What follows belongs to an exercise in optimizing a design on an open flow for small area, a short achievable clock period and few clock cycles; a production flow would make more cautious choices.
In this exercise RTL edits were held to simulation tests only and were not proved equivalent to the original.

## config.mk

```make
export PLATFORM = sky130hd
export DESIGN_NAME = matmul_top
export DESIGN_NICKNAME = matmul_top
export VERILOG_FILES = /design/flow/design.v
export SDC_FILE = /design/flow/constraint.sdc
export NUM_CORES = 4
export LEC_CHECK = 0
export CAP_MARGIN = 20
export CORE_MARGIN = 2
export CORE_UTILIZATION = 40
export SLEW_MARGIN = 20
```

## constraint.sdc

```tcl
create_clock -name core_clock -period 11.0 [get_ports {clk}]
set_input_delay 2.2000 -clock core_clock [delete_from_list [all_inputs] [get_ports {clk}]]
set_output_delay 2.2000 -clock core_clock [all_outputs]
set_load 0.01 [all_outputs]
```

## design.v

```verilog
package matmul_pkg;
  localparam int DATA_W = 32;
  localparam int DIM_W = 16;
  typedef struct packed {
    logic [DIM_W-1:0] rows;
    logic [DIM_W-1:0] cols;
  } dims_t;
  typedef union packed {
    dims_t             dims;
    logic [DATA_W-1:0] data;
  } sram_word_u;
  typedef struct packed {
    logic valid;
    logic first;
    logic last;
    logic is_final;
  } op_tag_t;
  typedef struct packed {
    logic              valid;
    logic              is_final;
    logic [DATA_W-1:0] data;
  } result_t;
endpackage
`timescale 1ns/1ns
module matmul_ctrl (
  input  logic                   clk,
  input  logic                   reset_n,
  input  logic                   dut_valid,
  input  matmul_pkg::sram_word_u input_header,
  input  matmul_pkg::sram_word_u weight_header,
  input  logic                   job_done,
  output logic                   dut_ready,
  output logic                   header_select,
  output logic                   start_stream,
  output matmul_pkg::dims_t      dims_a,
  output matmul_pkg::dims_t      dims_b
);
  typedef enum logic [2:0] {
    IDLE     = 3'd0,
    HDR_ADDR = 3'd1,
    HDR_CAP  = 3'd2,
    STREAM   = 3'd3,
    DONE     = 3'd4
  } state_t;
  state_t state;
  state_t state_next;
  always_comb begin
    state_next = state;
    case (state)
      IDLE, DONE: begin
        if (dut_valid) begin
          state_next = HDR_ADDR;
        end else begin
          state_next = IDLE;
        end
      end
      HDR_ADDR: begin
        state_next = HDR_CAP;
      end
      HDR_CAP: begin
        state_next = STREAM;
      end
      STREAM: begin
        if (job_done) begin
          state_next = DONE;
        end
      end
      default: begin
        state_next = IDLE;
      end
    endcase
  end
  always_ff @(posedge clk) begin
    if (!reset_n) begin
      state        <= IDLE;
      start_stream <= 1'b0;
    end else begin
      state        <= state_next;
      start_stream <= (state == HDR_CAP);
    end
  end
  always_ff @(posedge clk) begin
    if (state == HDR_CAP) begin
      dims_a <= input_header.dims;
      dims_b <= weight_header.dims;
    end
  end
  assign dut_ready     = (state == IDLE) || (state == DONE);
  assign header_select = (state == HDR_ADDR);
endmodule
`timescale 1ns/1ns
module operand_addr_gen #(
  parameter int ADDR_W = 16
) (
  input  logic                    clk,
  input  logic                    reset_n,
  input  logic                    start_stream,
  input  logic                    header_select,
  input  matmul_pkg::dims_t       dims_a,
  input  matmul_pkg::dims_t       dims_b,
  output logic [ADDR_W-1:0]       input_read_address,
  output logic [ADDR_W-1:0]       weight_read_address,
  output matmul_pkg::op_tag_t     tag
);
  logic [matmul_pkg::DIM_W-1:0] i_cnt, j_cnt, k_cnt;
  logic [matmul_pkg::DIM_W-1:0] i_next, j_next, k_next;
  logic [matmul_pkg::DIM_W-1:0] i_max, j_max, k_max;
  logic [ADDR_W-1:0]            a_row_base, b_col_base;
  logic [ADDR_W-1:0]            a_base_next, b_base_next;
  logic [ADDR_W-1:0]            a_addr, b_addr;
  logic [ADDR_W-1:0]            a_addr_next, b_addr_next;
  logic [ADDR_W-1:0]            k_step;
  logic                         advance;
  assign i_max  = dims_a.rows - 1'b1;
  assign j_max  = dims_b.cols - 1'b1;
  assign k_max  = dims_a.cols - 1'b1;
  assign k_step = ADDR_W'(dims_a.cols);
  assign advance = start_stream || (tag.valid && !tag.is_final);
  always_comb begin
    i_next      = i_cnt;
    j_next      = j_cnt;
    k_next      = k_cnt + 1'b1;
    a_base_next = a_row_base;
    b_base_next = b_col_base;
    a_addr_next = a_addr + 1'b1;
    b_addr_next = b_addr + 1'b1;
    if (start_stream) begin
      i_next      = '0;
      j_next      = '0;
      k_next      = '0;
      a_base_next = ADDR_W'(1);
      b_base_next = ADDR_W'(1);
      a_addr_next = ADDR_W'(1);
      b_addr_next = ADDR_W'(1);
    end else if (k_cnt == k_max) begin
      k_next = '0;
      if (j_cnt == j_max) begin
        j_next      = '0;
        i_next      = i_cnt + 1'b1;
        a_base_next = a_row_base + k_step;
        b_base_next = ADDR_W'(1);
      end else begin
        j_next      = j_cnt + 1'b1;
        b_base_next = b_col_base + k_step;
      end
      a_addr_next = a_base_next;
      b_addr_next = b_base_next;
    end
  end
  always_ff @(posedge clk) begin
    if (!reset_n) begin
      i_cnt      <= '0;
      j_cnt      <= '0;
      k_cnt      <= '0;
      a_row_base <= '0;
      b_col_base <= '0;
      a_addr     <= '0;
      b_addr     <= '0;
      tag        <= '0;
    end else if (advance) begin
      i_cnt          <= i_next;
      j_cnt          <= j_next;
      k_cnt          <= k_next;
      a_row_base     <= a_base_next;
      b_col_base     <= b_base_next;
      a_addr         <= a_addr_next;
      b_addr         <= b_addr_next;
      tag.valid      <= 1'b1;
      tag.first      <= (k_next == '0);
      tag.last       <= (k_next == k_max);
      tag.is_final   <= (k_next == k_max) && (j_next == j_max) && (i_next == i_max);
    end else begin
      tag <= '0;
    end
  end
  assign input_read_address  = header_select ? '0 : a_addr;
  assign weight_read_address = header_select ? '0 : b_addr;
endmodule
`timescale 1ns/1ns
module mac_unit (
  input  logic                   clk,
  input  logic                   reset_n,
  input  matmul_pkg::op_tag_t    tag,
  input  matmul_pkg::sram_word_u a_word,
  input  matmul_pkg::sram_word_u b_word,
  output matmul_pkg::result_t    result
);
  matmul_pkg::op_tag_t          tag_d;
  logic [matmul_pkg::DATA_W-1:0] product;
  logic [matmul_pkg::DATA_W-1:0] sum;
  logic [matmul_pkg::DATA_W-1:0] acc;
  always_ff @(posedge clk) begin
    if (!reset_n) begin
      tag_d <= '0;
    end else begin
      tag_d <= tag;
    end
  end
  assign product = a_word.data * b_word.data;
  assign sum     = tag_d.first ? product : acc + product;
  always_ff @(posedge clk) begin
    if (tag_d.valid) begin
      acc <= sum;
    end
  end
  always_ff @(posedge clk) begin
    if (!reset_n) begin
      result <= '0;
    end else begin
      result.valid    <= tag_d.valid && tag_d.last;
      result.is_final <= tag_d.valid && tag_d.last && tag_d.is_final;
      result.data     <= sum;
    end
  end
endmodule
`timescale 1ns/1ns
module result_writer #(
  parameter int ADDR_W = 16
) (
  input  logic                          clk,
  input  logic                          reset_n,
  input  matmul_pkg::result_t           result,
  output logic                          result_write_enable,
  output logic [ADDR_W-1:0]             result_write_address,
  output logic [matmul_pkg::DATA_W-1:0] result_write_data,
  output logic                          job_done
);
  logic [ADDR_W-1:0] wr_cnt;
  always_ff @(posedge clk) begin
    if (!reset_n) begin
      result_write_enable <= 1'b0;
      job_done            <= 1'b0;
      wr_cnt              <= '0;
    end else begin
      result_write_enable <= result.valid;
      job_done            <= result.valid && result.is_final;
      if (result.valid) begin
        if (result.is_final) begin
          wr_cnt <= '0;
        end else begin
          wr_cnt <= wr_cnt + 1'b1;
        end
      end
    end
  end
  always_ff @(posedge clk) begin
    if (result.valid) begin
      result_write_address <= wr_cnt;
      result_write_data    <= result.data;
    end
  end
endmodule
`timescale 1ns/1ns
module matmul_top #(
  parameter int ADDR_W = 16
) (
  input  logic                          clk,
  input  logic                          reset_n,
  input  logic                          dut_valid,
  output logic                          dut_ready,
  output logic [ADDR_W-1:0]             input_read_address,
  input  matmul_pkg::sram_word_u        input_read_data,
  output logic [ADDR_W-1:0]             weight_read_address,
  input  matmul_pkg::sram_word_u        weight_read_data,
  output logic                          result_write_enable,
  output logic [ADDR_W-1:0]             result_write_address,
  output logic [matmul_pkg::DATA_W-1:0] result_write_data
);
  matmul_pkg::dims_t   dims_a;
  matmul_pkg::dims_t   dims_b;
  matmul_pkg::op_tag_t tag;
  matmul_pkg::result_t result;
  logic                header_select;
  logic                start_stream;
  logic                job_done;
  matmul_ctrl u_ctrl (
    .clk           (clk),
    .reset_n       (reset_n),
    .dut_valid     (dut_valid),
    .input_header  (input_read_data),
    .weight_header (weight_read_data),
    .job_done      (job_done),
    .dut_ready     (dut_ready),
    .header_select (header_select),
    .start_stream  (start_stream),
    .dims_a        (dims_a),
    .dims_b        (dims_b)
  );
  operand_addr_gen #(
    .ADDR_W (ADDR_W)
  ) u_addr_gen (
    .clk                 (clk),
    .reset_n             (reset_n),
    .start_stream        (start_stream),
    .header_select       (header_select),
    .dims_a              (dims_a),
    .dims_b              (dims_b),
    .input_read_address  (input_read_address),
    .weight_read_address (weight_read_address),
    .tag                 (tag)
  );
  mac_unit u_mac (
    .clk     (clk),
    .reset_n (reset_n),
    .tag     (tag),
    .a_word  (input_read_data),
    .b_word  (weight_read_data),
    .result  (result)
  );
  result_writer #(
    .ADDR_W (ADDR_W)
  ) u_writer (
    .clk                  (clk),
    .reset_n              (reset_n),
    .result               (result),
    .result_write_enable  (result_write_enable),
    .result_write_address (result_write_address),
    .result_write_data    (result_write_data),
    .job_done             (job_done)
  );
endmodule
```

## run.sh

```bash
#!/bin/bash
# synth_recipe.tcl (not shown) runs the flow's synth.tcl, then flattens the netlist and writes it again
# the make line also repeats each setting of config.mk as NAME=value (left out here)
make -C /OpenROAD-flow-scripts/flow DESIGN_CONFIG=/design/flow/config.mk WORK_HOME=/design/flow/orfs CLKGATE_MAP_FILE= SYNTH_SCRIPT=/design/flow/synth_recipe.tcl finish
```

==> summary.txt <==
Outcome
  • Outcome: no timing/DRC/antenna violations

Global routing
  • Total grt overflow: 0
  • Tot GR Track Use: 0.226
  • Number of antenna violations at the first check in global routing: 4
  • Maximum number of pins on one net before global-route repair: 58
  • Wire length of the first global-routing pass: 154 mm
  • Via count of the first global-routing pass: 27100

Route
  • Via density per instance: 5.26
  • Number of nets with antenna violations after detailed routing: 0
  • Average wire per standard cell: 18.9 um
  • Initial DRT Pass Iterations: 5
  • Number of DRC violations after detailed routing: 0
  • Initial DRC Count: 1612
  • Via total after detailed routing: 27000
  • Total wire length after detailed routing: 96.9 mm

Floorplanning
  • Effective utilization at floorplan: 0.404
  • Number of standard-cell rows in the floorplan: 106
  • Die ar.: 86800 um^2
  • I/O pins: 149
  • CORE AREA: 83700 um^2
  • Die Ht: 295 um
  • Overall die width: 295 um

Yosys
  • Mux cell area share after synthesis: 0.0109
  • Top post-synthesis cells by count: 454 x sky130_fd_sc_hd__inv_1, 430 x sky130_fd_sc_hd__nand2_1, 411 x sky130_fd_sc_hd__fa_1, 322 x sky130_fd_sc_hd__and2_1, 215 x sky130_fd_sc_hd__nor2_1
  • Share of synthesized registers carrying an async set or reset: 0
  • Synthesized cell area: 33800 um^2
  • Number of register bits inferred by synthesis: 304
  • Adder-Cell Fraction of Synth Area: 0.316
  • Leading area contributor after synthesis: sky130_fd_sc_hd__fa_1
  • Complex-gate fraction of the synthesized area: 0.0941
  • Number of synthesized flops with an enable pin: 128
  • Number of warnings reported in the yosys synthesis log: 4
  • Cell with the most instances after synthesis: sky130_fd_sc_hd__inv_1
  • Prevailing post-synth register cell: sky130_fd_sc_hd__dfxtp_1
  • Sequential share of the synthesized area: 0.218
  • Xor/xnor share of the synthesized area: 0.0778
  • Largest family of logic cells by synthesized area: adder cells
  • Mapped Avg Cell Area: 8.95 um^2
  • Post-synthesis simple-gate area fraction: 0.211
  • Portion of synthesized cell area occupied by the leading cell type: 0.243
  • Cell variety after synth: 91
  • Leading cell types by total area after synthesis: sky130_fd_sc_hd__fa_1 24%, sky130_fd_sc_hd__edfxtp_1 11%, sky130_fd_sc_hd__dfxtp_1 10%, sky130_fd_sc_hd__ha_1 7.2%, sky130_fd_sc_hd__and2_1 6.0%
  • Synthesized netlist net count: 4449
  • Gate Count Post-Synth: 3776

Timing
  • Relative slew margins: 0.342
  • Final hold violation count: 0
  • Transition time at the pin with the least slew margin: 0.985 ns
  • Peak Freq: 94.6 MHz
  • Final setup violation count: 0
  • Worst clock skew on the final layout: 0.0253 ns
  • Hold WS: 0.399 ns
  • Min cycle time layout: 10.57 ns
  • Portion of the clock cycle consumed by the worst path in the final layout: 0.960
  • Final Max Tran Viols: 0
  • Setup repair after global routing missed its margin: no

Layout
  • Number of filler instances in the final layout: 8100
  • Total number of nets in the final design: 4636
  • Fraction of layout instances using a drive strength above 1: 0.0774
  • Final design utilization: 0.463
  • Cell area after layout: 38800 um^2
  • Sequential cell area: 7370 um^2
  • Area occupied by multi-input gates: 24000 um^2
  • Post-synthesis to final-layout area growth: 14.7%

Setup path
  • Worst path top cell family by delay: adder cells
  • Levels on crit path: 36
  • Category of the critical setup timing path: input pin to flip-flop
  • CP peak stage delay: 0.56 ns
  • Buf/Inv on CP: 8
  • Worst Path Arrival: 11.01 ns
  • Required time worst endpoint: 11.45 ns
  • Peak fanout along the critical path: 11
  • Endpoint type of the worst setup path: flip-flop
  • Length in cells of the worst reg-to-reg path: 14
  • FF-to-FF setup slack: 4.79 ns
  • Slowest-stage cell, CP: sky130_fd_sc_hd__fa_1
  • Critical Path Most Common Cell: sky130_fd_sc_hd__fa_1
  • Kind of launch point of the worst setup path: input pin

Clocking
  • Maximum buffer depth of the clock tree: 3
  • Number of buffers added for setup after CTS: 0
  • Clk Latency, worst-skew pair: 0.57 ns
  • Number of buffers inserted during clock tree synthesis: 37
  • Resize count post-CTS: 0
  • TritonCTS clock tree: yes
  • Cell at the root of the clock tree: sky130_fd_sc_hd__clkbuf_16
  • Number of clock sinks seen by CTS: 304
  • Clock slew at reported path FFs: 0.06 ns
  • Htree depth: 2
  • Hold bufs inserted after CTS: 0

Place
  • Cell Area, Placed: 37500 um^2
  • Count of buffers from port buffering: 148
  • Placed wire-length estimate: 76.1 mm
  • Final GP Congestion: 0.926

Min path
  • Worst hold path stage count: 0
  • Path type of the worst min-delay path: flip-flop to flip-flop

Run
  • Max Cap Violations: 0
-- registers in the layout, indices dropped and copies added, names as in the netlist, 32 cells and up --
name,cells
u_writer.result_write_data,32
u_mac.acc,32
u_mac.result,34
u_ctrl.dims_a,32
-- layout by cell type (no fill, tap or decap), types with 10 or more instances in the layout --
master                            synthesis  layout
sky130_fd_sc_hd__clkbuf_16                0      38
sky130_fd_sc_hd__ha_1                   195     195
sky130_fd_sc_hd__nor2b_1                 52      52
sky130_fd_sc_hd__nor2_1                 215     212
sky130_fd_sc_hd__or4_1                   13      13
sky130_fd_sc_hd__xnor2_1                196     196
sky130_fd_sc_hd__inv_1                  454     454
sky130_fd_sc_hd__nand2_1                430     429
sky130_fd_sc_hd__fa_1                   411     411
sky130_fd_sc_hd__nor3b_1                 11      10
sky130_fd_sc_hd__xor2_1                  78      78
sky130_fd_sc_hd__edfxtp_1               128     128
sky130_fd_sc_hd__and2_1                 322     322
sky130_fd_sc_hd__nor3_1                  64      63
sky130_fd_sc_hd__mux2i_1                 20      20
sky130_fd_sc_hd__a21oi_1                185     185
sky130_fd_sc_hd__buf_4                    1     177
sky130_fd_sc_hd__o21bai_1                16      16
sky130_fd_sc_hd__and3_1                  39      39
sky130_fd_sc_hd__o21ai_0                122     122
sky130_fd_sc_hd__o211ai_1                17      17
sky130_fd_sc_hd__a21o_1                  32      32
sky130_fd_sc_hd__clkdlybuf4s50_1          0     147
sky130_fd_sc_hd__nand3_1                 66      66
sky130_fd_sc_hd__a31oi_1                 22      22
sky130_fd_sc_hd__or3_1                   29      29
sky130_fd_sc_hd__a22oi_1                 11      11
sky130_fd_sc_hd__nand4_1                 33      33
sky130_fd_sc_hd__dfxtp_1                176     175
sky130_fd_sc_hd__o21a_1                  24      24
sky130_fd_sc_hd__nand2b_1                17      17
sky130_fd_sc_hd__mux2_2                  13      13
sky130_fd_sc_hd__nor4_1                  32      31
-- cell type report --
| type | count | area share |
|---|---|---|
| flip-flops and latches | 304 | 0.190 |
| repair buffers | 334 | 0.0770 |
| multi-input cells | 2829 | 0.620 |
| well taps | 1134 | 0.0366 |
| clock buffers | 46 | 0.0261 |
| diodes | 3 | 0.000194 |
| clock inverters | 21 | 0.00574 |
| inverters | 457 | 0.0443 |
-- through the flow --
stage / setup TNS (ns) / worst slack, ns / instances
after floorplan: 0 / 0.555 / 3776
after global placement: -0.391 / -0.196 / 5058
after detailed placement: -1.48 / -0.413 / 5058
after CTS: 0 / 0.117 / 5125
after global routing: 0 / 0.0403 / 5126
final: 0 / 0.435 / 5128
-- worst paths after layout --
path,endpoint,from
worst max-delay path,u_mac.result[31],weight_read_data[2]
worst min-delay path,u_writer.result_write_data[26],u_mac.result[26]
worst max register to register,u_addr_gen.tag[0],u_ctrl.dims_a[0]
worst min register to register,u_writer.result_write_data[26],u_mac.result[26]
-- per-layer routing --
metal,routed length (um),part of all wire,up-vias,GRT usage
met1,41300,0.43,13300,0.297
li1,-,-,12700,-
met5,0,0,-,0
met3,5060,0.052,171,0.0241
met2,46600,0.48,774,0.384
met4,3900,0.040,0,0.0874
-- kinds of logic (layout without fill, tap and decap cells) --
family,after synthesis,in the layout
flip-flops,304,304
other,0,3
AND/OR/NAND/NOR,1388,1388
multiplexers,34,34
adder cells (fa/ha/maj),606,606
XOR/XNOR,284,284
AO/OA/AOI/OAI,517,517
buffers and inverters,643,858
Testbench counts, summed over its fixed seeds: cycles 33,844.

-- what the ideal ports hide --
Ports are ideal in the flow. The routed layout listed here was re-timed in OpenROAD. Step 1: set_driving_cell puts a clkbuf_16 on clk and a buf_2 on each other input, an assumption about the parent block. Step 2 adds t to the input delays and takes it off the output delays; t is the mean of the earliest and latest rising clock arrival at the registers after step 1. Input paths then give back, and output paths get back, about the clock's delay inside the block. Three values: ideal ports, drivers, drivers and shift; two values: the first two.
shift t [ns]: 0.619
slack for setup (ns): 0.435 / 0.479 / -0.140
worst setup path after step 2: input to register
pins driven straight from the clock port: 1
With both steps, setup timing fails in this run, where it was met with ideal ports. For this run, drivers alone change the setup slack by +0.044 ns; drivers and shift together by -0.575 ns.
